This design comes from an exercise in tuning for small area, a short achievable clock period and few clock cycles per item on the open sky130 flow, not from production work. Function was checked by simulation only, so behaviour that the tests miss may differ from the original. Power is estimated from default activity; no workload was simulated.

$ cat flow/config.mk
export PLATFORM = sky130hd
export DESIGN_NAME = pe8_feeder
export DESIGN_NICKNAME = pe8_feeder
export VERILOG_FILES = /design/flow/design.v
export SDC_FILE = /design/flow/constraint.sdc
export NUM_CORES = 4
export LEC_CHECK = 0
export CAP_MARGIN = 20
export CORE_MARGIN = 2
export CORE_UTILIZATION = 30
export CTS_CLUSTER_DIAMETER = 100
export CTS_CLUSTER_SIZE = 25
export SETUP_SLACK_MARGIN = 1.95
export SLEW_MARGIN = 20
$ cat flow/flow/run.sh
#!/bin/bash
# Standard ORFS layout with three changes: the pins of each data bit share a stretch of the die
# edge (flow/io.tcl, run just before pin placement), every port is buffered by buf_2 instead of
# the default delay-cell buffer, and repair may resize across cell footprints.
set -euo pipefail
bash standard.sh finish \
  "PRE_IO_PLACEMENT_TCL=$PWD/flow/io.tcl" \
  "BUFFER_PORTS_ARGS=-buffer_cell sky130_fd_sc_hd__buf_2" \
  MATCH_CELL_FOOTPRINT=0 > flow_make.log 2>&1
$ cat flow/standard.sh
#!/bin/bash
# synth_recipe.tcl (not shown) runs the flow's synth.tcl, then flattens the netlist and writes it again
# the make line also repeats each setting of config.mk as NAME=value (left out here)
make -C /OpenROAD-flow-scripts/flow DESIGN_CONFIG=/design/flow/config.mk WORK_HOME=/design/flow/orfs CLKGATE_MAP_FILE= SYNTH_SCRIPT=/design/flow/synth_recipe.tcl "${@:-finish}"
$ cat flow/flow/io.tcl
# Pin regions: the pins of each data bit b (i_s_data/i_s_weight[b], o_pe_in/o_pe_w[32*s+b],
# i_pe_res[32*w+b], o_m_data[b]) share one stretch of the die edge, so the registers of that
# bit sit next to their pins. The control pins get a stretch of their own.
set block [ord::get_db_block]
set dbu [[ord::get_db_tech] getDbUnitsPerMicron]
set die [$block getDieArea]
set W [expr {([$die xMax] - [$die xMin]) / double($dbu)}]
set H [expr {([$die yMax] - [$die yMin]) / double($dbu)}]

proc esc {name idx} { return "$name\[$idx\]" }

set groups {}
for {set b 0} {$b < 32} {incr b} {
  set pins {}
  lappend pins [esc i_s_data $b] [esc i_s_weight $b] [esc o_m_data $b]
  for {set s 0} {$s < 14} {incr s} {
    lappend pins [esc o_pe_in [expr {32 * $s + $b}]] [esc o_pe_w [expr {32 * $s + $b}]]
  }
  for {set w 0} {$w < 7} {incr w} { lappend pins [esc i_pe_res [expr {32 * $w + $b}]] }
  lappend groups $pins
}
set ctl {clk rst_n i_start o_busy i_s_valid o_s_ready o_m_valid i_m_ready o_m_last o_done}
for {set i 0} {$i < 10} {incr i} { lappend ctl [esc i_cfg_en $i] [esc o_pe_en $i] }
# control pins in the middle of the sequence, so they sit mid-way along an edge
set order [concat [lrange $groups 0 15] [list $ctl] [lrange $groups 16 31]]

# walk the edges: bottom (left to right), right (bottom to top), top (right to left), left (top to
# bottom); the vertical-layer pins of the bottom and top edges pack closer, so those edges take more
set counts {10 6 10 7}
set margin 4.0
set i 0
for {set side 0} {$side < 4} {incr side} {
  set cnt [lindex $counts $side]
  if {$side == 0 || $side == 2} { set len $W } else { set len $H }
  set step [expr {($len - 2 * $margin) / $cnt}]
  for {set k 0} {$k < $cnt} {incr k} {
    set pins [lindex $order $i]
    set a [expr {$margin + $k * $step}]
    set e [expr {$a + $step}]
    switch $side {
      0 { set reg "bottom:[format %.2f $a]-[format %.2f $e]" }
      1 { set reg "right:[format %.2f $a]-[format %.2f $e]" }
      2 { set reg "top:[format %.2f [expr {$len - $e}]]-[format %.2f [expr {$len - $a}]]" }
      3 { set reg "left:[format %.2f [expr {$len - $e}]]-[format %.2f [expr {$len - $a}]]" }
    }
    set_io_pin_constraint -region $reg -pin_names $pins
    incr i
  }
}
$ cat flow/constraint.sdc
create_clock -name core_clock -period 4.0 [get_ports {clk}]
set_input_delay 0.8000 -clock core_clock [delete_from_list [all_inputs] [get_ports {clk}]]
set_output_delay 0.8000 -clock core_clock [all_outputs]
set_load 0.01 [all_outputs]
$ cat flow/design.v
module pe8_feeder #(
  parameter int N      = 32,
  parameter int Q      = 19,
  parameter int E8     = 10,
  parameter int PE_LAT = 3
) (
  input  logic            clk,
  input  logic            rst_n,
  input  logic            i_start,
  input  logic [E8-1:0]   i_cfg_en,
  output logic            o_busy,
  input  logic            i_s_valid,
  output logic            o_s_ready,
  input  logic [N-1:0]    i_s_data,
  input  logic [N-1:0]    i_s_weight,
  output logic [14*N-1:0] o_pe_in,
  output logic [14*N-1:0] o_pe_w,
  output logic [E8-1:0]   o_pe_en,
  input  logic [7*N-1:0]  i_pe_res,
  output logic            o_m_valid,
  input  logic            i_m_ready,
  output logic [N-1:0]    o_m_data,
  output logic            o_m_last,
  output logic            o_done
);
  if (Q >= N || PE_LAT < 1) begin : g_param_check
    $error("pe8_feeder: parameters need Q < N and PE_LAT >= 1");
  end
  logic          r_p_v;             
  logic [E8-1:0] r_p_cfg;
  logic          r_l_v;             
  logic [E8-1:0] r_l_cfg;
  logic [3:0]    r_idx;             
  logic          r_s_ready;
  logic          r_b_v;             
  logic [E8-1:0] r_b_cfg;
  logic          r_pe_on;           
  logic [1:0]    r_bc;              
  logic [E8-1:0] r_pe_en;
  logic          r_done;
  logic [N-1:0]  r_sd [14];
  logic [N-1:0]  r_sw [14];
  logic [N-1:0]  r_bd [3];
  logic [N-1:0]  r_bw [3];
  logic [N-1:0]  r_res0;            
  logic [N-1:0]  r_res5, r_res6;    
  logic          r_v0;              
  logic          r_l0;              
  logic [2:0]    r_seq;             
  logic          r_f13;             
  logic          r_zp;              
  logic          r_lastv;           
  logic          r_qne;             
  logic w_l_full, w_s_hs, w_last_hs, w_start, w_l_take;
  logic w_b_end, w_b_now, w_b_start, w_b_v_nxt, w_pe_on_nxt, w_l_v_nxt;
  logic [3:0] w_idx_nxt;
  logic w_m_hs, w_cap_full, w_qempty, w_zero_now, w_busy12_nxt, w_busy13_nxt;
  logic          w_s_ready_nxt, w_l_full_nxt;
  logic [2:0]    r_we_b;            
  logic [13:0]   r_we_s;            
  logic          r_zero;            
  logic [N-1:0]  w_zd, w_zw;
  logic r_cap;                      
  logic r_pcap;                     
  logic r_fcap13;                   
  logic r_cap_r0;                   
  logic r_za, r_zb;                 
  logic w_zp_nxt;
  logic w_hs_adv, w_src, w_load, w_pcap, w_fcap13;
  logic w_v0_nxt, w_l0_nxt, w_f13_nxt, w_qempty_nxt;
  logic [2:0] w_seq_nxt;
  logic [N-1:0] w_src_data;
  assign w_l_full  = r_l_cfg[E8-1];
  assign w_s_hs    = i_s_valid & r_s_ready;
  assign w_last_hs = w_s_hs & (r_idx == (w_l_full ? 4'd7 : 4'd13));
  assign w_start   = i_start & ~r_p_v;
  assign w_l_take  = (~r_l_v | w_last_hs) & (r_p_v | w_start);
  assign w_l_v_nxt = w_l_take | (r_l_v & ~w_last_hs);
  assign w_idx_nxt = w_l_take ? 4'd0 : (w_s_hs ? r_idx + 4'd1 : r_idx);
  assign w_b_end   = r_pe_on & (r_bc == 2'd3);
  assign w_b_now   = w_last_hs & ~r_pe_on &
                     (w_l_full ? (~r_zp | w_zero_now) : w_qempty);
  assign w_b_start = r_b_v & ~r_pe_on &
                     (r_b_cfg[E8-1] ? (~r_zp | w_zero_now) : w_qempty);
  assign w_pe_on_nxt = w_b_now | w_b_start | (r_pe_on & ~w_b_end);
  assign w_b_v_nxt   = w_last_hs | (r_b_v & ~w_b_end);
  assign w_s_ready_nxt = w_l_v_nxt & ((w_idx_nxt < 4'd3) | ~w_b_v_nxt |
                                      (w_pe_on_nxt & r_pe_on & (r_bc == 2'd2))) &
                         ~((w_idx_nxt == 4'd12) & w_busy12_nxt) &
                         ~((w_idx_nxt == 4'd13) & w_busy13_nxt);
  always_ff @(posedge clk or negedge rst_n) begin
    if (!rst_n) begin
      r_p_v     <= 1'b0;
      r_l_v     <= 1'b0;
      r_s_ready <= 1'b0;
      r_b_v     <= 1'b0;
      r_pe_on   <= 1'b0;
      r_v0      <= 1'b0;
      r_seq     <= 3'd0;
      r_f13     <= 1'b0;
      r_zp      <= 1'b0;
      r_za      <= 1'b0;
      r_zb      <= 1'b0;
      r_lastv   <= 1'b0;
      r_qne     <= 1'b0;
    end else begin
      r_p_v     <= r_p_v ? ~w_l_take : (w_start & ~w_l_take);
      r_l_v     <= w_l_v_nxt;
      r_s_ready <= w_s_ready_nxt;
      r_b_v     <= w_b_v_nxt;
      r_pe_on   <= w_pe_on_nxt;
      r_v0      <= w_v0_nxt;
      r_seq     <= w_seq_nxt;
      r_f13     <= w_f13_nxt;
      r_zp      <= w_zp_nxt;
      r_za      <= w_zp_nxt & ((w_seq_nxt == 3'd0) | (w_seq_nxt == 3'd5) | (w_seq_nxt == 3'd6)) &
                   ~w_f13_nxt;
      r_zb      <= w_zp_nxt & (((w_seq_nxt == 3'd4) & ~w_f13_nxt) | ((w_seq_nxt == 3'd0) & w_f13_nxt));
      r_lastv   <= w_v0_nxt & w_l0_nxt;
      r_qne     <= w_v0_nxt | (w_seq_nxt != 3'd0) | w_f13_nxt;
    end
  end
  always_ff @(posedge clk) begin
    if (!rst_n) begin
      r_pe_en <= {E8{1'b0}};
      r_done  <= 1'b0;
    end else begin
      r_pe_en <= w_b_now ? r_l_cfg : (w_pe_on_nxt ? r_b_cfg : {E8{1'b0}});
      r_done  <= i_m_ready & r_lastv;
    end
  end
  always_ff @(posedge clk) begin
    r_idx <= w_idx_nxt;
    r_bc  <= r_pe_on ? r_bc + 2'd1 : 2'd0;
    if (w_start & ~r_p_v & ~w_l_take) r_p_cfg <= i_cfg_en;
    if (w_l_take) r_l_cfg <= r_p_v ? r_p_cfg : i_cfg_en;
    if (w_last_hs) r_b_cfg <= r_l_cfg;
  end
  assign w_l_full_nxt = w_l_take ? (r_p_v ? r_p_cfg[E8-1] : i_cfg_en[E8-1]) : w_l_full;
  assign w_zd = r_zero ? {N{1'b0}} : i_s_data;
  assign w_zw = r_zero ? {N{1'b0}} : i_s_weight;
  always_ff @(posedge clk) begin
    for (int k = 0; k < 3; k++) r_we_b[k] <= w_l_v_nxt & (w_idx_nxt == 4'(k));
    for (int k = 0; k < 3; k++) r_we_s[k] <= w_s_ready_nxt & (w_idx_nxt == 4'd3);
    for (int k = 3; k < 8; k++) r_we_s[k] <= w_s_ready_nxt & (w_idx_nxt == 4'(k));
    for (int k = 8; k < 12; k++)
      r_we_s[k] <= w_s_ready_nxt & ((w_idx_nxt == 4'(k)) | ((w_idx_nxt == 4'd3) & w_l_full_nxt));
    for (int k = 12; k < 14; k++) r_we_s[k] <= w_s_ready_nxt & (w_idx_nxt == 4'(k));
    r_zero <= (w_idx_nxt == 4'd3);
  end
  always_ff @(posedge clk) begin
    for (int k = 0; k < 3; k++) begin
      if (r_we_b[k]) begin
        r_bd[k] <= i_s_data;
        r_bw[k] <= i_s_weight;
      end
      if (r_we_s[k]) begin
        r_sd[k] <= r_bd[k];
        r_sw[k] <= r_bw[k];
      end
    end
    for (int k = 3; k < 8; k++) begin
      if (r_we_s[k]) begin
        r_sd[k] <= i_s_data;
        r_sw[k] <= i_s_weight;
      end
    end
    for (int k = 8; k < 12; k++) begin
      if (r_we_s[k]) begin
        r_sd[k] <= w_zd;
        r_sw[k] <= w_zw;
      end
    end
    if (r_cap) begin
      r_sd[12] <= i_pe_res[1*N +: N];
      r_sw[12] <= i_pe_res[2*N +: N];
      r_sd[13] <= w_cap_full ? i_pe_res[N-1:0] : i_pe_res[3*N +: N];
      r_sw[13] <= i_pe_res[4*N +: N];
    end else if (w_zero_now) begin
      r_sd[12] <= {N{1'b0}};
      r_sw[12] <= {N{1'b0}};
      r_sd[13] <= {N{1'b0}};
      r_sw[13] <= {N{1'b0}};
    end else begin
      for (int k = 12; k < 14; k++) begin
        if (r_we_s[k]) begin
          r_sd[k] <= i_s_data;
          r_sw[k] <= i_s_weight;
        end
      end
    end
  end
  assign w_cap_full = r_b_cfg[E8-1];
  assign w_m_hs     = r_v0 & i_m_ready;
  assign w_hs_adv   = w_m_hs | ~r_v0;
  assign w_src      = (r_seq != 3'd0) | r_f13;
  assign w_load     = w_hs_adv & w_src;
  assign w_pcap     = r_pcap;
  assign w_fcap13   = r_fcap13;
  assign w_qempty   = ~r_qne;
  assign w_seq_nxt  = w_pcap ? 3'd1 :
                      ((w_load & (r_seq != 3'd0)) ? ((r_seq == 3'd6) ? 3'd0 : r_seq + 3'd1) : r_seq);
  assign w_f13_nxt  = w_fcap13 | (r_f13 & ~(w_load & (r_seq == 3'd0)));
  assign w_v0_nxt   = r_cap_r0 | w_load | (r_v0 & ~w_m_hs);
  assign w_l0_nxt   = r_cap_r0 ? w_cap_full :
                      (w_load ? ((r_seq == 3'd6) | (r_seq == 3'd0)) : r_l0);
  assign w_qempty_nxt = (r_seq == 3'd0) & ~r_f13 & (~r_v0 | i_m_ready);
  assign w_busy12_nxt = w_pcap | (r_seq == 3'd1) | ((r_seq == 3'd2) & ~w_hs_adv);
  assign w_busy13_nxt = w_pcap | w_fcap13 | (r_seq == 3'd1) | (r_seq == 3'd2) | (r_seq == 3'd3) |
                        (((r_seq == 3'd4) | ((r_seq == 3'd0) & r_f13)) & ~w_hs_adv) |
                        (r_f13 & (r_seq != 3'd0));
  assign w_zero_now   = r_za | (r_zb & w_hs_adv);
  assign w_zp_nxt     = (r_we_s[3] & w_l_full) | (r_zp & ~w_zero_now);
  always_comb begin
    case (r_seq)
      3'd1:    w_src_data = r_sd[12];
      3'd2:    w_src_data = r_sw[12];
      3'd3:    w_src_data = r_sd[13];
      3'd4:    w_src_data = r_sw[13];
      3'd5:    w_src_data = r_res5;
      3'd6:    w_src_data = r_res6;
      default: w_src_data = r_sd[13];
    endcase
  end
  always_ff @(posedge clk or negedge rst_n) begin
    if (!rst_n) begin
      r_cap    <= 1'b0;
      r_pcap   <= 1'b0;
      r_fcap13 <= 1'b0;
      r_cap_r0 <= 1'b0;
    end else begin
      r_cap    <= r_pe_on & (r_bc == 2'd2);
      r_pcap   <= r_pe_on & (r_bc == 2'd2) & ~r_b_cfg[E8-1];
      r_fcap13 <= r_pe_on & (r_bc == 2'd2) & r_b_cfg[E8-1] & ~w_qempty_nxt;
      r_cap_r0 <= r_pe_on & (r_bc == 2'd2) & (~r_b_cfg[E8-1] | w_qempty_nxt);
    end
  end
  always_ff @(posedge clk) begin
    if (r_cap_r0) r_res0 <= i_pe_res[N-1:0];
    else if (w_load) r_res0 <= w_src_data;
    r_l0 <= w_l0_nxt;
    if (r_cap_r0) begin
      r_res5 <= i_pe_res[5*N +: N];
      r_res6 <= i_pe_res[6*N +: N];
    end
  end
  for (genvar k = 0; k < 14; k++) begin : g_slot
    assign o_pe_in[k*N +: N] = r_sd[k];
    assign o_pe_w[k*N +: N]  = r_sw[k];
  end
  assign o_busy    = r_p_v;
  assign o_s_ready = r_s_ready;
  assign o_pe_en   = r_pe_en;
  assign o_m_valid = r_v0;
  assign o_m_data  = r_res0;
  assign o_m_last  = r_l0;
  assign o_done    = r_done;
endmodule
==> flow_summary_export.csv, run 1 <==
group,metric,value,unit
outcome,outcome,"complete, no violations",
detailed_routing,ant_nets,0,
detailed_routing,drt-total-wl,149200,um
flow_run,max-cap-violations,0,
placement,dp_hpwl,101300,um
layout,final_nets,3794,
synthesis,synth-seq-area-share,88.68,%
detailed_routing,drc,0,
detailed_routing,met1Wirelength,56580,um
global_route,first_global_vias,25050,
layout,n_fill_cell,12720,
clock_tree,worstSkewPairLatency,700,ps
synthesis,synthAdderAreaFrac,0.1181,%
timing,worst_pin_slew,1095,ps
synthesis,synth-edff-count,1214,
power,finalPower,43780,uW
critical_path,startpoint_type,"flop",
detailed_routing,top_layer,"met5",
layout,final_util,40.59,%
layout,multi_input_comb_area,4881,sq um
detailed_routing,drt-initial-drc-count,2265,
synthesis,synthMuxAreaShare,1.668,%
die,start_util,30.31,%
detailed_routing,viasPerCell,4.764,
timing,final.setup.tns,0,ps
timing,clock_skew,41.06,ps
timing,setup_viol,0,
detailed_routing,routedWlPerCell,27.67,um
placement,dp_slack,961.2,ps
placement,gp_congestion,0.8263,
synthesis,synth_nets,2269,
timing,layout_setup_ws,1850,ps
critical_path,cp-end-kind,"output pin",
die,die_w,379.9,um
placement,io_buffers,1245,
detailed_routing,firstDrtPassIters,8,
global_route,grt_max_degree,129,
clock_tree,clkTransAtPathRegs,100,ps
critical_path,crit_type,"reg2out",
synthesis,ys_dominant_reg_cell,"edfxtp_1",
critical_path,path_common_cell,"buf_6",
power,power.density,771.1,nW/um^2
power,irDropWorstVdd,0.0007165,V
layout,most-common-layout-cells,"edfxtp_1 (1214), buf_2 (1097), buf_4 (237)",
detailed_routing,dr_wl_met3,11500,um
critical_path,cp_slowest_stage_delay,400,ps
critical_path,critPathSlowestCell,"dfrtp_1",
synthesis,synth-simple-area-share,2.515,%
synthesis,synth-async-reset-ratio,1.501,%
die,die_area,144300,sq um
global_route,grt_pass1_wl,201400,um
timing,slew_violations,0,
critical_path,path_max_fanout,2,
clock_tree,clockRootBuffer,"clkbuf_16",
layout,regArea,37680,sq um
synthesis,synth_area,42390,sq um
synthesis,synth_top_family_by_area,"compound AO/OA/AOI/OAI gates",
timing,rsz0062_at_grt,"true",
layout,drive_above_1_share,50.41,%
global_route,antenna_found_initial,24,
clock_tree,cts_buffers,59,
synthesis,synth.avg_cell_area,21.61,sq um
layout,final_common_cell,"edfxtp_1",
die,coreArea,139900,sq um
die,rows,137,
timing,fmax,465.0,MHz
synthesis,ys_ff_latch,1266,
synthesis,synth_compound_area_share,5.886,%
clock_tree,cts_tree,"done",
die,dieHeight,379.9,um
critical_path,cp_top_family,"flip-flops",
critical_path,arrival,1350,ps
die,num_io_pins,1246,
timing,finalCriticalPeriod,2150,ps
timing,fin_crit_sh,53.76,%
critical_path,crit_chain,"buf_6 > buf_6",
layout,area_delta_synth_final,33.93,%
worst_hold_path,hold_path.class,"in2async",
detailed_routing,wl_met2,77980,um
timing,hold_viol_final,0,
critical_path,r2r_setup_slack,1890,ps
critical_path,cp.required,3200,ps
clock_tree,clock_path_buffers,3,
synthesis,post_synth_num_cell_types,61,
clock_tree,htree_num_levels,2,
global_route,track_usage,19.62,%
detailed_routing,vias,25690,
synthesis,yosys_warnings,5,
global_route,gr-total-overflow,0,
critical_path,crit_buf_inv,2,
synthesis,syn_inst,1962,
power,p_leak,0.02122,uW
timing,relSlewSlack,26.99,%
clock_tree,clock-sinks,1266,
synthesis,synth-xor-area-share,0.1033,%
power breakdown:
group | leakage [uW] | internal (uW) | switching [uW]
combinational | 0.00880 | 6090 | 8920
sequential | 0.0116 | 19600 | 2290
clock | 0.000818 | 2850 | 4050
total | 0.0212 | 28500 | 15200
metrics by stage:
| stage | cell area [sq um] | hold WS [ps] | instances |
|---|---|---|---|
| CTS | 55320 | 26.58 | 5296 |
| global placement | 51280 | 400.3 | 5057 |
| floorplan | 42500 | 400.3 | 1962 |
| finish | 56770 | 73.40 | 5393 |
| global route | 56760 | 56.12 | 5388 |
| detailed placement | 51330 | 404.5 | 5059 |
final cells by class:
cell class | count | share of cell area [%]
sequential | 1266 | 66.38
timing repair buffer | 1541 | 17.58
multi-input combinational | 586 | 8.597
tap | 1876 | 4.135
clock buffer | 71 | 2.717
inverter | 33 | 0.2931
clock inverter | 10 | 0.2601
antenna | 10 | 0.04408
sequential cells by signal, summed over array words and instances (netlist names), 2 cells and up:
| name | flops |
|---|---|
| r_bd | 96 |
| r_bc | 2 |
| r_bw | 96 |
| r_p_cfg | 10 |
| r_we_s | 11 |
| r_l_cfg | 10 |
| r_seq | 3 |
| r_b_cfg | 10 |
| r_res5 | 32 |
| r_sd | 448 |
| r_pe_en | 10 |
| r_we_b | 3 |
| r_res6 | 32 |
| r_res0 | 32 |
| r_sw | 448 |
| r_idx | 4 |
kinds of logic after synthesis:
logic type               Yosys count
AO/OA/AOI/OAI                    316
flip-flops                      1266
XOR/XNOR                           5
buffers and inverters            111
adder cells (fa/ha/maj)            4
AND/OR/NAND/NOR                  196
multiplexers                      64
per-layer routing:
layer,up-vias,track usage (%)
met5,-,0
met4,12,4.299
met3,166,4.571
met2,1278,35.32
met1,13320,23.81
li1,10920,-
worst reg2reg max path, stage by stage, from the launching register on:
cell,delay [ps]
dfrtp_1,380
buf_4,140
nand2b_4,90
a211oi_4,350
a2111oi_4,130
buf_6,160
buf_6,120
o31ai_4,380
clkbuf_16,230
nor2_1,40
cells in the mapped netlist (5+ instances only):
cell,number,area (sq um)
nor4_1,5,31.28
nand2_1,29,108.9
a22oi_1,50,375.4
nor3_1,5,25.02
o21ai_0,22,110.1
buf_1,6,22.52
edfxtp_1,1214,36450
nor2b_1,71,444.2
a21oi_1,10,50.05
mux2_2,52,585.6
nand2b_1,6,37.54
o31ai_1,7,52.55
a221oi_1,23,201.4
o21ai_1,19,95.09
clkbuf_1,61,229.0
dfrtp_1,19,475.5
o211ai_1,10,75.07
o22ai_1,6,37.54
nand3_1,12,60.06
dfxtp_1,33,660.6
nand4_1,6,37.54
a22o_1,129,1130
inv_1,29,108.9
nor2_1,39,146.4
buf_2,10,50.05
mux2i_1,11,110.1
a32oi_1,19,166.4
final timing paths:
path / from / end / cells after the start
worst max-delay path: r_p_v / o_busy / 2
worst max register to register: r_v0 / r_pe_en[4] / 9
worst min register to register: r_bw[1][19] / r_sw[1][19] / 0
min in group core_clock: i_pe_res[210] / r_res6[18] / 1
worst min-delay path: rst_n / r_p_v / 1
max in group asynchronous: rst_n / r_cap / 1
repair_timing:
action	CTS	global route
pin swaps	17	27
cloned	3	2
gates resized for setup	286	156
buffers inserted	153	82
setup endpoints to repair	1056	922
hold buffers	0	0
endpoints found under the hold margin	0	0
Testbench counts, summed over its fixed seeds: cycles 3,394, jobs 320.
==> inputs of run 2 (changes only) <==
--- a/flow/config.mk
+++ b/flow/config.mk
@@ -11,4 +11,5 @@
 export CTS_CLUSTER_DIAMETER = 100
 export CTS_CLUSTER_SIZE = 25
 export SETUP_SLACK_MARGIN = 1.95
-export SLEW_MARGIN = 20
+export SLEW_MARGIN = 50
+export TNS_END_PERCENT = 1
==> run 2 against run 1 <==
Synthesized area is the same. Sequential cell count unchanged. Sequential share of layout area up 3.1 points.
==> flow_summary_export.csv, run 2 <==
group,metric,value,unit
outcome,outcome,"complete, no violations",
synthesis,synth_nets,2269,
layout,most-common-layout-cells,"buf_2 (1242), edfxtp_1 (1214), a22o_1 (129)",
synthesis,synth-seq-area-share,88.68,%
critical_path,cp.required,4410,ps
synthesis,synth_area,42390,sq um
flow_run,max-cap-violations,0,
detailed_routing,ant_nets,0,
layout,drive_above_1_share,46.75,%
critical_path,worstRegToRegCells,7,
critical_path,worst-path-stages,7,
critical_path,r2r_start,"r_seq[2]",
critical_path,path_max_fanout,5,
detailed_routing,viasPerCell,4.790,
detailed_routing,drt-initial-drc-count,2381,
clock_tree,cts_tree,"done",
synthesis,synth_top_family_by_area,"compound AO/OA/AOI/OAI gates",
die,die_w,379.9,um
detailed_routing,drt-total-wl,146400,um
die,num_io_pins,1246,
global_route,antenna_found_initial,16,
critical_path,r2r_setup_slack,1840,ps
timing,relSlewSlack,51.82,%
layout,multi_input_comb_area,4593,sq um
critical_path,arrival,2570,ps
global_route,grt_pass1_wl,196100,um
global_route,gr-total-overflow,0,
clock_tree,clock-sinks,1266,
synthesis,synth-simple-area-share,2.515,%
power,irDropWorstVdd,0.0007083,V
synthesis,synthAdderAreaFrac,0.1181,%
critical_path,crit_type,"reg2reg",
timing,fin_crit_sh,53.91,%
clock_tree,clkTransAtPathRegs,100,ps
synthesis,ys_dominant_reg_cell,"edfxtp_1",
placement,dp_hpwl,104300,um
synthesis,synth-edff-count,1214,
critical_path,crit_buf_inv,2,
critical_path,cp_slowest_stage_delay,500,ps
critical_path,crit_chain,"clkbuf_2 > buf_4 > mux2_2 > o21ai_0 > nand3_1 > o21ai_1 > o21ai_1",
timing,timing.hold.ws,81.95,ps
synthesis,yosys.area.top_type,"edfxtp_1",
synthesis,ys_top_cells_by_count,"edfxtp_1 (1214), a22o_1 (129), nor2b_1 (71)",
die,coreArea,139900,sq um
clock_tree,clockRootBuffer,"clkbuf_16",
layout,area_delta_synth_final,27.91,%
clock_tree,clock_path_buffers,3,
clock_tree,cts_buffers,58,
layout,top_regs,"r_sd (448), r_sw (448)",
synthesis,ys_ff_latch,1266,
layout,final_nets,3628,
layout,regArea,37660,sq um
critical_path,startpoint_type,"flop",
timing,slew_violations,0,
die,die_area,144300,sq um
die,start_util,30.31,%
synthesis,synth.avg_cell_area,21.61,sq um
layout,n_fill_cell,12910,
power,p_leak,0.01998,uW
timing,final.setup.tns,0,ps
synthesis,yosysMostFrequentCell,"edfxtp_1",
global_route,first_global_vias,24370,
synthesis,synth_compound_area_share,5.886,%
critical_path,critPathSlowestCell,"dfrtp_4",
synthesis,post_synth_num_cell_types,61,
timing,hold_viol_final,0,
timing,rsz0062_at_grt,"true",
die,rows,137,
detailed_routing,drc,0,
layout,final_common_cell,"buf_2",
timing,fmax,463.8,MHz
critical_path,path_common_cell,"o21ai_1",
clock_tree,htree_num_levels,2,
synthesis,synth-xor-area-share,0.1033,%
timing,finalCriticalPeriod,2156,ps
placement,io_buffers,1245,
placement,gp_congestion,0.8087,
worst_hold_path,hold_path.class,"in2async",
detailed_routing,firstDrtPassIters,5,
critical_path,crit_end,"r_res0[15]",
critical_path,crit_start,"r_seq[2]",
power,power.density,761.4,nW/um^2
synthesis,syn_inst,1962,
timing,worst_pin_slew,717.6,ps
synthesis,yosys_warnings,5,
clock_tree,worstSkewPairLatency,700,ps
detailed_routing,vias,25020,
die,dieHeight,379.9,um
synthesis,synthMuxAreaShare,1.668,%
critical_path,cp-end-kind,"flop",
detailed_routing,routedWlPerCell,28.02,um
critical_path,r2r_end,"r_res0[15]",
synthesis,synth_top_area_share,86.00,%
timing,setup_viol,0,
global_route,track_usage,19.08,%
synthesis,synth-async-reset-ratio,1.501,%
timing,clock_skew,28.96,ps
synthesis,synthTopCellsByArea,"edfxtp_1 (86%), a22o_1 (2.7%), dfxtp_1 (1.6%)",
global_route,grt_max_degree,129,
critical_path,cp_top_family,"compound AO/OA/AOI/OAI gates",
## run 2: cell counts after synthesis
No cell type changed its count.
## run 2: logic make-up (layout without fill, tap and decap cells)
| group | after synthesis | after routing |
|---|---|---|
| xor+xnor | 5 | 5 |
| flops | 1266 | 1266 |
| other cells | 0 | 8 |
| compound gates | 316 | 316 |
| fa+ha+maj | 4 | 4 |
| buf+inv | 111 | 1487 |
| mux | 64 | 64 |
| simple gates | 196 | 197 |
## run 2: layout make-up
type                    count  share of cell area, %
inverters                  33                 0.2585
flip-flops and latches   1266                  69.47
diodes                      8                0.03692
clock inverters             9                 0.1915
multi-input cells         586                  8.471
well taps                1876                  4.329
repair buffers           1376                  14.49
clock buffers              69                  2.753
## run 2: worst min path at each step
stage,startpoint,to,slack [ps]
floorplan,r_bd[0][0],r_sd[0][0],400
global placement,r_bw[0][26],r_sw[0][26],400
detailed placement,r_bd[0][14],r_sd[0][14],400
CTS,rst_n,r_pe_on,10
global route,rst_n,r_p_v,80
finish,rst_n,r_l_v,80
## run 2: where the power goes
part | total [uW] | internal [uW] | leakage, uW | switching [uW]
clock network | 6700 | 2690 | 0.000779 | 4010
registers | 21200 | 19500 | 0.0116 | 1610
logic | 13400 | 4340 | 0.00760 | 9080
total | 41300 | 26600 | 0.0200 | 14700
## run 2: what timing repair did
item                                    in CTS  in global routing
hold buffers                                 0                  0
gates cloned                                 1                  2
gates resized for setup                     44                 24
endpoints found under the setup margin    1110               1136
pin swaps                                    8                  2
buffers inserted                            43                  8
## run 2: routing by layer
| metal | track usage, % | vias to the layer above | routed length [um] |
|---|---|---|---|
| met2 | 34.07 | 1245 | 75750 |
| met3 | 4.126 | 165 | 11140 |
| li1 | - | 10570 | - |
| met1 | 23.37 | 13030 | 56160 |
| met4 | 4.733 | 6 | 3282 |
| met5 | 0 | - | 39 |
## run 2: stage by stage
stage / util [%] / worst slack [ps] / cell area, sq um / std cells / power, uW
2_1_floorplan: - / 1267 / 42410 / 1962 / 26430
3_3_place_gp: 36.64 / 1099 / 51250 / 5055 / 33440
3_5_place_dp: 37.02 / 1043 / 51780 / 5081 / 34100
4_1_cts: 38.58 / 1789 / 53970 / 5203 / 41330
5_1_grt: 38.75 / 1790 / 54210 / 5218 / 42880
6_report: 38.76 / 1844 / 54220 / 5223 / 41280
==> inputs of run 3 (changes only) <==
--- a/flow/config.mk
+++ b/flow/config.mk
@@ -10,6 +10,6 @@
 export CORE_UTILIZATION = 30
 export CTS_CLUSTER_DIAMETER = 100
 export CTS_CLUSTER_SIZE = 25
-export SETUP_SLACK_MARGIN = 1.95
+export SETUP_SLACK_MARGIN = 1.9
 export SLEW_MARGIN = 50
-export TNS_END_PERCENT = 1
+export TNS_END_PERCENT = 5
==> run 3 against run 2 <==
Non-clock buffer count fell by 7. Sequential power about the same. Utilization fell by 0.074 points. Register-to-register slack improved by 40 ps. Via count shrank 0.39%. Cell area shrank 0.19%. Clock power barely moved. Critical path type is now reg2out. First-iteration DRC count is 3.2% lower. Final cell count shrank 0.13%. Largest cell class unchanged. Synthesized area unchanged. Still clean on timing, DRC and antenna.
==> flow_summary_export.csv, run 3 <==
group,metric,value,unit
layout,area_delta_synth_final,27.66,%
timing,layout_setup_ws,1827,ps
global_route,grtUsageMet3,4.028,%
die,die_area,144300,sq um
power,p_int,26530,uW
detailed_routing,firstDrtPassIters,5,
synthesis,yosys_warnings,5,
timing,rsz0062_at_grt,"true",
placement,dp_hpwl,104300,um
timing,final.setup.tns,0,ps
detailed_routing,drt-total-wl,145700,um
power,pwr-share-seq,51.4,%
power,p_sw,14680,uW
synthesis,synth_top_area_share,86.00,%
synthesis,post_synth_num_cell_types,61,
layout,most-common-layout-cells,"buf_2 (1244), edfxtp_1 (1214), a22o_1 (129)",
synthesis,synth-edff-count,1214,
timing,finalCriticalPeriod,2173,ps
die,num_io_pins,1246,
layout,final_nets,3621,
power,clockPowerShare,16.3,%
critical_path,arrival,1370,ps
clock_tree,cts_buffers,58,
detailed_routing,viasPerCell,4.778,
clock_tree,htree_num_levels,2,
timing,clock_skew,32.04,ps
layout,post-route-cell-area,54120,sq um
placement,placedCellCount,5081,
critical_path,path_max_fanout,4,
timing,relSlewSlack,51.54,%
synthesis,syn_inst,1962,
placement,place_area,51780,sq um
detailed_routing,vias,24920,
synthesis,yosysMostFrequentCell,"edfxtp_1",
clock_tree,clock_path_buffers,3,
detailed_routing,drt-initial-drc-count,2304,
synthesis,ys_top_cells_by_count,"edfxtp_1 (1214), a22o_1 (129), nor2b_1 (71)",
worst_hold_path,hold_path.class,"in2async",
critical_path,worstRegToRegCells,6,
global_route,use_met2,33.97,%
layout,top_regs,"r_sd (448), r_sw (448)",
power,power.density,761.4,nW/um^2
clock_tree,clockRootBuffer,"clkbuf_16",
synthesis,synthTopCellsByArea,"edfxtp_1 (86%), a22o_1 (2.7%), dfxtp_1 (1.6%)",
detailed_routing,routedWlPerCell,27.93,um
global_route,busiest_layer,"met2",
critical_path,crit_type,"reg2out",
synthesis,synth_area,42390,sq um
layout,final_common_cell,"buf_2",
global_route,track_usage,19.04,%
critical_path,r2r_setup_slack,1880,ps
synthesis,synth.avg_cell_area,21.61,sq um
power,irDropWorstVdd,0.0006621,V
power,p_sw_share,35.62,%
layout,final_cells,5216,
layout,drive_above_1_share,46.58,%
detailed_routing,ant_nets,0,
clock_tree,hold_buffers,0,
global_route,grt_max_degree,129,
timing,fmax,460.1,MHz
placement,dp_slack,1043,ps
synthesis,synth_nets,2269,
global_route,antenna_found_initial,15,
placement,io_buffers,1245,
synthesis,ys_ff_latch,1266,
critical_path,crit_buf_inv,1,
clock_tree,worstSkewPairLatency,700,ps
power,p_leak,0.01993,uW
clock_tree,cts_tree,"done",
die,coreArea,139900,sq um
timing,setup_viol,0,
die,rows,137,
synthesis,synth-seq-area-share,88.68,%
timing,fin_crit_sh,54.33,%
synthesis,synth-async-reset-ratio,1.501,%
critical_path,r2r_start,"r_l_cfg[9]",
global_route,grt.met1_usage,23.40,%
timing,worst_pin_slew,721.7,ps
global_route,grt_pass1_wl,195600,um
clock_tree,clkTransAtPathRegs,110,ps
global_route,gr-total-overflow,0,
critical_path,critPathSlowestCell,"dfrtp_1",
detailed_routing,drc,0,
critical_path,cp-end-kind,"output pin",
global_route,first_global_vias,24300,
power,comb_power_share,32.3,%
die,start_util,30.31,%
die,die_w,379.9,um
timing,slew_violations,0,
placement,gp_congestion,0.8087,
critical_path,startpoint_type,"flop",
die,dieHeight,379.9,um
outcome,outcome,"complete, no violations",
power,finalPower,41200,uW
critical_path,cp_slowest_stage_delay,440,ps
critical_path,crit_chain,"buf_2",
critical_path,r2r_end,"r_pe_en[9]",
critical_path,cp.required,3200,ps
critical_path,cp_top_family,"flip-flops",
clock_tree,clock-sinks,1266,
timing,hold_viol_final,0,
synthesis,yosys.area.top_type,"edfxtp_1",
synthesis,ys_dominant_reg_cell,"edfxtp_1",
flow_run,max-cap-violations,0,
run 3: worst max path at each step:
stage,cells after the start,slack (ps),from,endpoint
final,1,1830,r_v0,o_m_valid
after global placement,7,1100,i_m_ready,r_pe_en[7]
after global routing,7,1720,r_seq[1],r_za
after floorplan,3,1270,r_we_s[3],r_za
after CTS,1,1780,r_v0,o_m_valid
after detailed placement,5,1040,r_seq[2],r_res0[6]
run 3: kinds of logic (layout without fill, tap and decap cells):
logic type,Yosys count,in the layout,synth area share (%)
xor+xnor,5,5,0.1033
flops,1266,1266,88.68
mux,64,64,1.668
simple gates,196,197,2.515
compound gates,316,316,5.886
fa+ha+maj,4,4,0.1181
buf+inv,111,1480,1.030
other cells,0,8,0
run 3: final cells by class:
class                           instances  area [sq um]
Multi-Input combinational cell        586          4579
Timing Repair Buffer                 1369          7771
Fill cell                           12900         85760
Antenna cell                            8         20.02
Clock buffer                           69          1493
Inverter                               33         137.6
Tap cell                             1876          2347
Clock inverter                          9         103.9
Sequential cell                      1266         37660
run 3: power groups by stage:
| stage | logic (uW) | clock network [uW] | registers, uW |
|---|---|---|---|
| final | 13300 | 6700 | 21200 |
| after global routing | 14000 | 7230 | 21500 |
| after CTS | 13200 | 6850 | 21200 |
| after detailed placement | 12500 | 0 | 21600 |
| after global placement | 10900 | 0 | 22500 |
| after floorplan | 3210 | 0 | 23200 |
run 3: per-stage QoR:
stage          utilization, %  hold WS (ps)
3_3_place_gp            36.64         400.2
5_1_grt                 38.68         77.74
6_report                38.69         82.62
2_1_floorplan               -         400.3
3_5_place_dp            37.02         404.5
4_1_cts                 38.51         13.27
run 3: routing by layer:
metal  wire length, um  vias up
met5                39        -
met4              3233        6
met3             10860      161
met2             75600     1255
met1             55960    12940
li1                  -    10560
run 3: repair_timing:
item                                   4_1_cts  5_1_grt
setup buffers                               37        7
setup endpoints to repair                  389      436
gates cloned                                 1        2
endpoints found under the hold margin        0        0
resized for setup                           33       27
pin swaps                                    8        5
==> inputs of run 4 (changes only) <==
--- a/flow/config.mk
+++ b/flow/config.mk
@@ -10,6 +10,6 @@
 export CORE_UTILIZATION = 30
 export CTS_CLUSTER_DIAMETER = 100
 export CTS_CLUSTER_SIZE = 25
-export SETUP_SLACK_MARGIN = 1.9
+export SETUP_SLACK_MARGIN = 1.95
 export SLEW_MARGIN = 50
 export TNS_END_PERCENT = 5
==> run 4 against run 3 <==
Clock skew fell by 3.1 ps. Hold slack better by 15 ps. Clock-buffer cell count stayed put. Die area unchanged. Critical path type unchanged. Largest cell class unchanged. Largest power group unchanged. Highest routed layer unchanged.
==> flow_summary_export.csv, run 4 <==
group,metric,value,unit
outcome,outcome,"complete, no violations",
die,coreArea,139900,sq um
layout,final_nets,3637,
critical_path,critPathSlowestCell,"edfxtp_1",
die,dieHeight,379.9,um
synthesis,synth-async-reset-ratio,1.501,%
critical_path,cp.required,3200,ps
synthesis,synth_top_area_share,86.00,%
synthesis,yosys_warnings,5,
timing,slew_violations,0,
synthesis,syn_inst,1962,
synthesis,yosysMostFrequentCell,"edfxtp_1",
synthesis,synthTopCellsByArea,"edfxtp_1 (86%), a22o_1 (2.7%), dfxtp_1 (1.6%)",
critical_path,path_max_fanout,2,
synthesis,synth_nets,2269,
timing,setup_viol,0,
global_route,grt_pass1_wl,197800,um
clock_tree,worstSkewPairLatency,700,ps
global_route,gr-total-overflow,0,
detailed_routing,routedWlPerCell,28.24,um
placement,place_area,51780,sq um
timing,relSlewSlack,52.09,%
synthesis,synth.avg_cell_area,21.61,sq um
layout,area_delta_synth_final,28.26,%
layout,final_common_cell,"buf_2",
timing,fin_crit_sh,53.68,%
synthesis,post_synth_num_cell_types,61,
placement,placedCellCount,5081,
power,power.density,763.6,nW/um^2
synthesis,yosys.area.top_type,"edfxtp_1",
clock_tree,clock-sinks,1266,
critical_path,cp_top_family,"flip-flops",
critical_path,startpoint_type,"flop",
detailed_routing,firstDrtPassIters,5,
timing,clock_skew,28.92,ps
timing,final.setup.tns,0,ps
layout,drive_above_1_share,47.10,%
layout,final_cells,5232,
die,rows,137,
clock_tree,hold_buffers,0,
critical_path,r2r_end,"r_res0[6]",
timing,worst_pin_slew,713.6,ps
critical_path,r2r_setup_slack,1890,ps
detailed_routing,viasPerCell,4.793,
layout,multi_input_comb_area,4643,sq um
clock_tree,clockRootBuffer,"clkbuf_16",
die,start_util,30.31,%
detailed_routing,drt-initial-drc-count,2393,
clock_tree,cts_buffers,58,
layout,top_regs,"r_sd (448), r_sw (448)",
placement,io_buffers,1245,
layout,post-route-cell-area,54370,sq um
clock_tree,cts_tree,"done",
critical_path,cp-end-kind,"output pin",
power,p_leak,0.02005,uW
clock_tree,clkTransAtPathRegs,100,ps
synthesis,synth-edff-count,1214,
critical_path,crit_chain,"buf_2",
global_route,track_usage,19.31,%
critical_path,arrival,1350,ps
clock_tree,clock_path_buffers,3,
power,irDropWorstVdd,0.0006569,V
synthesis,synth-seq-area-share,88.68,%
detailed_routing,drc,0,
flow_run,max-cap-violations,0,
timing,fmax,465.7,MHz
placement,gp_congestion,0.8087,
placement,dp_hpwl,104300,um
layout,most-common-layout-cells,"buf_2 (1242), edfxtp_1 (1214), a22o_1 (129)",
die,die_w,379.9,um
synthesis,ys_top_cells_by_count,"edfxtp_1 (1214), a22o_1 (129), nor2b_1 (71)",
global_route,first_global_vias,24410,
layout,n_fill_cell,12890,
detailed_routing,ant_nets,0,
detailed_routing,vias,25080,
critical_path,r2r_start,"r_seq[2]",
die,die_area,144300,sq um
critical_path,worstRegToRegCells,8,
critical_path,crit_buf_inv,1,
synthesis,ys_ff_latch,1266,
critical_path,cp_slowest_stage_delay,460,ps
placement,dp_slack,1043,ps
timing,finalCriticalPeriod,2147,ps
global_route,antenna_found_initial,17,
critical_path,crit_type,"reg2out",
detailed_routing,drt-total-wl,147700,um
layout,regArea,37660,sq um
timing,rsz0062_at_grt,"true",
timing,layout_setup_ws,1853,ps
clock_tree,htree_num_levels,2,
timing,timing.hold.ws,97.23,ps
global_route,grt_max_degree,129,
die,num_io_pins,1246,
synthesis,ys_dominant_reg_cell,"edfxtp_1",
synthesis,synth_area,42390,sq um
timing,hold_viol_final,0,
worst_hold_path,hold_path.class,"in2async",
-- run 4: cell counts after synthesis --
No cell type changed its count.
-- run 4: cell families (layout without fill, tap and decap cells) --
family	Yosys count	after routing	share of synthesized area, %
adders and majority gates	4	4	0.1181
xor gates and xnor gates	5	5	0.1033
DFF	1266	1266	88.68
and+or+nand+nor	196	197	2.515
AOI/OAI and AO/OA	316	317	5.886
muxes	64	64	1.668
buffers and inverters	111	1495	1.030
other	0	8	0
-- run 4: cell type report --
type | count | share of cell area [%]
Timing Repair Buffer | 1384 | 14.64
Clock inverter | 9 | 0.1910
Sequential cell | 1266 | 69.28
Antenna cell | 8 | 0.03682
Tap cell | 1876 | 4.317
Clock buffer | 69 | 2.745
Inverter | 33 | 0.2577
Multi-Input combinational cell | 587 | 8.540
-- run 4: worst max-delay path by stage --
stage	slack (ps)	to	cells past startpoint	from
floorplan	1270	r_za	3	r_we_s[3]
global placement	1100	r_pe_en[7]	7	i_m_ready
detailed placement	1040	r_res0[6]	5	r_seq[2]
CTS	1790	o_pe_w[432]	1	r_sw[13][16]
global route	1780	r_za	7	r_seq[1]
finish	1850	o_pe_w[398]	1	r_sw[12][14]
-- run 4: metrics by stage --
stage | utilization [%] | total power (uW)
finish | 38.87 | 41520
global route | 38.86 | 43120
CTS | 38.67 | 41590
detailed placement | 37.02 | 34100
global placement | 36.64 | 33440
floorplan | - | 26430
-- run 4: routing by layer --
layer	GRT usage [%]	vias up	wire length, um
met4	4.806	6	3382
met5	0	-	39
met3	4.259	172	11090
li1	-	10590	-
met1	23.72	13070	56920
met2	34.32	1239	76310
-- run 4: worst reg2reg max path, stage by stage, from the launching register on --
cell      delay [ps]
dfrtp_4          500
buf_12           150
buf_4            150
buf_4            140
nand2_1          120
nor2_4            80
buf_12           190
a221oi_1         380
o31ai_1          120
-- run 4: power by group --
group	internal [uW]	switching [uW]	leakage, uW
Sequential	19500	1600	0.0116
Clock	2690	4030	0.000779
Combinational	4450	9200	0.00767
Total	26700	14800	0.0200
-- run 4: repair_timing --
| action | in CTS | in global routing |
|---|---|---|
| pin swaps | 10 | 5 |
| buffers inserted | 47 | 10 |
| endpoints found under the setup margin | 1110 | 1119 |
| gates cloned | 3 | 3 |
| resized for setup | 59 | 24 |
==> inputs of run 5 (changes only) <==
--- a/flow/config.mk
+++ b/flow/config.mk
@@ -11,5 +11,5 @@
 export CTS_CLUSTER_DIAMETER = 100
 export CTS_CLUSTER_SIZE = 25
 export SETUP_SLACK_MARGIN = 1.95
-export SLEW_MARGIN = 50
+export SLEW_MARGIN = 30
 export TNS_END_PERCENT = 5
==> run 5 against run 4 <==
Largest cell class unchanged. Clock power about the same. Sequential share of layout area up 0.46 points. Total power shrank 0.79%. Non-clock buffer count is 18 lower. Critical endpoint is now o_busy. Via count about the same. Cell area decreased by 0.66%. Synthesized cell count stayed put.
==> flow_summary_export.csv, run 5 <==
group,metric,value,unit
die,start_util,30.31,%
synthesis,ys_ff_latch,1266,
timing,setup_viol,0,
layout,area_delta_synth_final,27.42,%
synthesis,post_synth_num_cell_types,61,
timing,hold_viol_final,0,
critical_path,startpoint_type,"flop",
global_route,antenna_found_initial,22,
power,comb_power_share,31.5,%
placement,io_buffers,1245,
clock_tree,worstSkewPairLatency,690,ps
placement,gp_congestion,0.8087,
synthesis,synthTopCellsByArea,"edfxtp_1 (86%), a22o_1 (2.7%), dfxtp_1 (1.6%)",
global_route,first_global_vias,24460,
critical_path,r2r_end,"r_zb",
placement,placedCellCount,5064,
timing,clock_skew,27.84,ps
global_route,gr-total-overflow,0,
detailed_routing,routedWlPerCell,28.30,um
clock_tree,hold_buffers,0,
clock_tree,cts_tree,"done",
timing,relSlewSlack,29.30,%
synthesis,synth_nets,2269,
detailed_routing,met1Wirelength,56370,um
timing,worst_pin_slew,1061,ps
timing,finalCriticalPeriod,2164,ps
synthesis,synthMuxAreaShare,1.668,%
synthesis,synth-xor-area-share,0.1033,%
die,die_area,144300,sq um
clock_tree,clock_path_buffers,3,
detailed_routing,vias,25090,
critical_path,cp.required,3200,ps
detailed_routing,wl_met2,76650,um
power,p_leak,0.01991,uW
detailed_routing,firstDrtPassIters,6,
layout,final_nets,3619,
die,rows,137,
synthesis,synth-edff-count,1214,
layout,post-route-cell-area,54010,sq um
global_route,track_usage,19.46,%
critical_path,crit_type,"reg2out",
layout,final_util,38.61,%
die,num_io_pins,1246,
synthesis,syn_inst,1962,
timing,fmax,462.2,MHz
layout,final_common_cell,"buf_2",
critical_path,worstRegToRegCells,8,
timing,slew_violations,0,
clock_tree,clock-sinks,1266,
synthesis,synth-simple-area-share,2.515,%
synthesis,synthAdderAreaFrac,0.1181,%
synthesis,synth_compound_area_share,5.886,%
synthesis,synth_top_family_by_area,"compound AO/OA/AOI/OAI gates",
global_route,grt_max_degree,129,
timing,fin_crit_sh,54.09,%
detailed_routing,viasPerCell,4.807,
placement,dp_hpwl,101800,um
synthesis,synth_area,42390,sq um
critical_path,r2r_start,"r_seq[2]",
critical_path,crit_end,"o_busy",
critical_path,cp-end-kind,"output pin",
synthesis,yosys_warnings,5,
clock_tree,clkTransAtPathRegs,100,ps
die,coreArea,139900,sq um
critical_path,path_max_fanout,2,
power,irDropWorstVdd,0.0006432,V
detailed_routing,drt-total-wl,147700,um
placement,place_area,51480,sq um
detailed_routing,drt-initial-drc-count,2417,
power,pwr-share-seq,52.2,%
layout,most-common-layout-cells,"buf_2 (1245), edfxtp_1 (1214), a22o_1 (129)",
detailed_routing,ant_nets,0,
synthesis,synth-seq-area-share,88.68,%
synthesis,synth_top_area_share,86.00,%
timing,final.setup.tns,0,ps
layout,final_cells,5220,
power,p_sw,14700,uW
power,power.density,762.6,nW/um^2
worst_hold_path,hold_path.class,"in2async",
outcome,outcome,"complete, no violations",
power,clockPowerShare,16.3,%
layout,drive_above_1_share,46.38,%
clock_tree,clockRootBuffer,"clkbuf_16",
power,finalPower,41190,uW
critical_path,arrival,1360,ps
synthesis,yosysMostFrequentCell,"edfxtp_1",
detailed_routing,top_layer,"met5",
clock_tree,htree_num_levels,2,
flow_run,max-cap-violations,0,
synthesis,ys_dominant_reg_cell,"edfxtp_1",
power,p_int,26490,uW
layout,n_fill_cell,12870,
layout,top_regs,"r_sd (448), r_sw (448)",
timing,rsz0062_at_grt,"true",
detailed_routing,drc,0,
detailed_routing,dr_wl_met3,11580,um
power,p_sw_share,35.70,%
critical_path,crit_start,"r_p_v",
synthesis,ys_top_cells_by_count,"edfxtp_1 (1214), a22o_1 (129), nor2b_1 (71)",
synthesis,yosys.area.top_type,"edfxtp_1",
clock_tree,cts_buffers,58,
die,die_w,379.9,um
die,dieHeight,379.9,um
global_route,grt_pass1_wl,199000,um
critical_path,r2r_setup_slack,1850,ps
synthesis,synth-async-reset-ratio,1.501,%
synthesis,synth.avg_cell_area,21.61,sq um
run 5: cell counts after synthesis:
No cell type changed its count.
run 5: cells by family (layout without fill, tap and decap cells):
family                     after synthesis  count (layout)
AOI/OAI and AO/OA                      316             316
xor gates and xnor gates                 5               5
adders and majority gates                4               4
buffers and inverters                  111            1478
DFF                                   1266            1266
muxes                                   64              64
other                                    0              13
and+or+nand+nor                        196             198
run 5: worst min path at each step:
| stage | start | end | slack [ps] | depth (start not counted) |
|---|---|---|---|---|
| after floorplan | r_bd[0][0] | r_sd[0][0] | 400 | 0 |
| after global placement | r_bw[0][26] | r_sw[0][26] | 400 | 0 |
| after detailed placement | r_bd[0][11] | r_sd[0][11] | 400 | 0 |
| after CTS | rst_n | r_pe_on | 30 | 1 |
| after global routing | rst_n | r_p_v | 70 | 1 |
| final | rst_n | r_p_v | 80 | 1 |
run 5: stage by stage:
stage | worst slack, ps | hold slack [ps]
floorplan | 1267 | 400.3
global placement | 1099 | 400.2
detailed placement | 1088 | 404.5
CTS | 1759 | 31.53
global route | 1748 | 72.27
finish | 1836 | 83.88
run 5: power by group through the flow:
stage          Clock (uW)  Combinational [uW]  Sequential (uW)
6_report             6700               13000            21500
5_1_grt              7240               13700            21900
4_1_cts              6840               12800            21800
3_5_place_dp            0               11800            22100
3_3_place_gp            0               10900            22500
2_1_floorplan           0                3210            23200
run 5: layout make-up:
cell class                      count  area [sq um]  share of cell area [%]
Sequential cell                  1266         37660                   69.73
Timing Repair Buffer             1366          7659                   14.18
Antenna cell                       13         32.53                 0.06023
Inverter                           33         135.1                  0.2502
Clock buffer                       71          1510                   2.796
Clock inverter                      8         105.1                  0.1946
Multi-Input combinational cell    587          4559                   8.441
Tap cell                         1876          2347                   4.346
run 5: what timing repair did:
| action | in CTS | in global routing |
|---|---|---|
| gates resized for setup | 49 | 12 |
| endpoints found under the setup margin | 1012 | 1183 |
| setup buffers | 45 | 9 |
| pin swaps | 9 | 2 |
| cloned | 4 | 3 |
run 5: critical path: stages (launching register included):
cell     delay, ps
dfrtp_1        420
buf_6          140
buf_6          110
run 5: layer usage:
layer	GRT usage [%]	vias to the layer above
met5	0	-
met4	4.666	10
met3	4.402	168
met2	34.63	1301
met1	23.88	13060
li1	-	10550
==> inputs of run 6 (changes only) <==
--- a/flow/flow/io.tcl
+++ b/flow/flow/io.tcl
@@ -21,8 +21,8 @@
 }
 set ctl {clk rst_n i_start o_busy i_s_valid o_s_ready o_m_valid i_m_ready o_m_last o_done}
 for {set i 0} {$i < 10} {incr i} { lappend ctl [esc i_cfg_en $i] [esc o_pe_en $i] }
-# control pins in the middle of the sequence, so they sit mid-way along an edge
-set order [concat [lrange $groups 0 15] [list $ctl] [lrange $groups 16 31]]
+# control pins in the middle of the top edge
+set order [concat [lrange $groups 0 20] [list $ctl] [lrange $groups 21 31]]
 
 # walk the edges: bottom (left to right), right (bottom to top), top (right to left), left (top to
 # bottom); the vertical-layer pins of the bottom and top edges pack closer, so those edges take more
--- a/flow/config.mk
+++ b/flow/config.mk
@@ -11,5 +11,5 @@
 export CTS_CLUSTER_DIAMETER = 100
 export CTS_CLUSTER_SIZE = 25
 export SETUP_SLACK_MARGIN = 1.95
-export SLEW_MARGIN = 30
+export SLEW_MARGIN = 50
 export TNS_END_PERCENT = 5
==> run 6 against run 5 <==
Final cell count up 0.61%. Critical path depth unchanged. Synthesized area did not move. Sequential share of layout area decreased by 0.93 points. Largest power group unchanged.
==> flow_summary_export.csv, run 6 <==
group,metric,value,unit
timing,hold_viol_final,0,
critical_path,startpoint_type,"flop",
detailed_routing,drt-initial-drc-count,2161,
synthesis,synthTopCellsByArea,"edfxtp_1 (86%), a22o_1 (2.7%), dfxtp_1 (1.6%)",
critical_path,r2r_start,"r_idx[0]",
critical_path,cp-end-kind,"output pin",
detailed_routing,viasPerCell,4.734,
clock_tree,htree_num_levels,2,
synthesis,yosysMostFrequentCell,"edfxtp_1",
global_route,grt_max_degree,92,
global_route,gr-total-overflow,0,
detailed_routing,ant_nets,0,
flow_run,max-cap-violations,0,
die,rows,137,
die,coreArea,139900,sq um
timing,timing.hold.ws,80.71,ps
synthesis,yosys.area.top_type,"edfxtp_1",
synthesis,synth_nets,2269,
detailed_routing,drt-total-wl,142600,um
layout,top_regs,"r_sd (448), r_sw (448)",
timing,final.setup.tns,0,ps
timing,slew_violations,0,
outcome,outcome,"complete, no violations",
clock_tree,clock_path_buffers,3,
power,p_leak,0.02021,uW
critical_path,critPathSlowestCell,"dfrtp_1",
clock_tree,clock-sinks,1266,
critical_path,r2r_setup_slack,1880,ps
layout,final_common_cell,"buf_2",
timing,fmax,465.5,MHz
critical_path,crit_type,"reg2out",
global_route,first_global_vias,24300,
detailed_routing,firstDrtPassIters,5,
synthesis,synth-async-reset-ratio,1.501,%
synthesis,synth-edff-count,1214,
layout,area_delta_synth_final,29.14,%
synthesis,synth_top_area_share,86.00,%
layout,final_nets,3646,
critical_path,crit_chain,"buf_8 > buf_6",
placement,dp_hpwl,102000,um
synthesis,synth_area,42390,sq um
die,die_w,379.9,um
die,start_util,30.31,%
placement,io_buffers,1245,
critical_path,worstRegToRegCells,8,
worst_hold_path,hold_path.class,"in2async",
clock_tree,hold_buffers,0,
timing,fin_crit_sh,53.71,%
clock_tree,worstSkewPairLatency,680,ps
timing,rsz0062_at_grt,"true",
global_route,antenna_found_initial,10,
clock_tree,cts_buffers,60,
power,irDropWorstVdd,0.0005718,V
timing,finalCriticalPeriod,2148,ps
critical_path,path_max_fanout,6,
synthesis,ys_top_cells_by_count,"edfxtp_1 (1214), a22o_1 (129), nor2b_1 (71)",
die,dieHeight,379.9,um
layout,final_util,39.14,%
critical_path,r2r_end,"r_we_s[7]",
placement,gp_congestion,0.8001,
layout,drive_above_1_share,46.99,%
critical_path,cp.required,3200,ps
detailed_routing,vias,24860,
power,power.density,761.4,nW/um^2
synthesis,syn_inst,1962,
synthesis,post_synth_num_cell_types,61,
global_route,track_usage,18.70,%
detailed_routing,routedWlPerCell,27.16,um
synthesis,ys_dominant_reg_cell,"edfxtp_1",
layout,most-common-layout-cells,"buf_2 (1221), edfxtp_1 (1214), a22o_1 (129)",
clock_tree,clockRootBuffer,"clkbuf_16",
critical_path,arrival,1350,ps
die,num_io_pins,1246,
detailed_routing,drc,0,
clock_tree,cts_tree,"done",
die,die_area,144300,sq um
critical_path,cp_slowest_stage_delay,420,ps
timing,clock_skew,38.57,ps
timing,setup_viol,0,
clock_tree,clkTransAtPathRegs,110,ps
synthesis,yosys_warnings,5,
synthesis,synth-seq-area-share,88.68,%
synthesis,ys_ff_latch,1266,
timing,worst_pin_slew,755.8,ps
timing,relSlewSlack,49.61,%
global_route,grt_pass1_wl,193700,um
synthesis,synth.avg_cell_area,21.61,sq um
-- run 6: cell families after synthesis --
kind of cell	Yosys count	synth area share [%]
adder cells (fa/ha/maj)	4	0.1181
flip-flops	1266	88.68
XOR/XNOR	5	0.1033
AO/OA/AOI/OAI	316	5.886
AND/OR/NAND/NOR	196	2.515
buffers and inverters	111	1.030
multiplexers	64	1.668
-- run 6: per-layer routing --
metal	up-vias	global-route usage [%]	wire, um
met1	12970	21.92	52680
met2	1143	35.08	77230
met3	154	3.628	9710
met4	2	4.115	3001
met5	-	0	11
li1	10590	-	-
-- run 6: report_power, final --
group / total, uW / internal, uW / leakage (uW) / switching [uW]
Clock: 7030 / 2950 / 0.000852 / 4080
Sequential: 21200 / 19500 / 0.0116 / 1640
Combinational: 13500 / 4600 / 0.00776 / 8870
Total: 41700 / 27100 / 0.0202 / 14600
-- run 6: timing repair --
| item | 4_1_cts | 5_1_grt |
|---|---|---|
| setup endpoints to repair | 990 | 945 |
| cloned | 3 | 2 |
| gates resized for setup | 52 | 75 |
| pin swaps | 5 | 5 |
| setup buffers | 22 | 42 |
-- run 6: how the worst max path moves through the flow --
| stage | endpoint | from | slack (ps) |
|---|---|---|---|
| 2_1_floorplan | r_za | r_we_s[3] | 1270 |
| 3_3_place_gp | r_we_s[13] | i_s_valid | 1120 |
| 3_5_place_dp | r_sw[12][14] | i_m_ready | 1120 |
| 4_1_cts | o_s_ready | r_s_ready | 1760 |
| 5_1_grt | o_busy | r_p_v | 1780 |
| 6_report | o_busy | r_p_v | 1850 |
-- run 6: final cells by class --
cell class	count	area, sq um
Antenna cell	5	12.51
Clock buffer	86	1620
Clock inverter	8	162.7
Fill cell	12860	85130
Inverter	33	137.6
Multi-Input combinational cell	587	4637
Sequential cell	1266	37660
Tap cell	1876	2347
Timing Repair Buffer	1391	8163
-- run 6: through the flow --
stage / area (sq um) / setup slack (ps) / std cells / total power, uW
2_1_floorplan: 42410 / 1267 / 1962 / 26430
3_3_place_gp: 51250 / 1117 / 5055 / 33320
3_5_place_dp: 51820 / 1116 / 5084 / 34010
4_1_cts: 54050 / 1756 / 5203 / 41520
5_1_grt: 54740 / 1783 / 5251 / 43340
6_report: 54740 / 1852 / 5252 / 41680
-- run 6: worst max-delay path, delay by kind of cell (launching register included) --
family                 cells  cell delay, ps
buffers and inverters      2             260
flip-flops                 1             420

static timing again, ports no longer ideal:
The flow's constraints put no driver on any port. The routed layouts listed below were extracted and timed again, unchanged, in two steps. Step 1 (the two cells are an assumption about what drives the block):
set clk [get_ports {clk}]
set_driving_cell -lib_cell sky130_fd_sc_hd__clkbuf_16 $clk
set_driving_cell -lib_cell sky130_fd_sc_hd__buf_2 [delete_from_list [all_inputs] $clk]
Step 2 also shifts input and output timing later by t, the mid clock arrival at the registers, as if the neighbouring blocks saw the same clock. Three values: ideal ports, drivers, drivers and shift; two values: the first two.
| run | t (ns) | slack for setup (ns) | hold slack, ns | clock arrival spread, ns |
|---|---|---|---|---|
| run 1 | 0.758 | 1.850 / 1.770 / 1.280 | 0.073 / 0.081 / 0.416 | 0.042 / 0.041 |
| run 2 | 0.762 | 1.844 / 1.769 / 1.256 | 0.082 / 0.090 / 0.419 | 0.029 / 0.029 |
| run 3 | 0.764 | 1.827 / 1.746 / 1.230 | 0.083 / 0.088 / 0.419 | 0.032 / 0.032 |
| run 4 | 0.765 | 1.853 / 1.772 / 1.214 | 0.097 / 0.103 / 0.419 | 0.030 / 0.030 |
| run 5 | 0.758 | 1.836 / 1.757 / 1.259 | 0.084 / 0.096 / 0.412 | 0.028 / 0.028 |
| run 6 | 0.724 | 1.852 / 1.795 / 1.278 | 0.081 / 0.081 / 0.412 | 0.048 / 0.048 |
After both steps setup and hold are still met in every run listed. The setup slack of run 4, which loses most, moves by -0.081 ns with the drivers and by -0.639 ns with both steps.
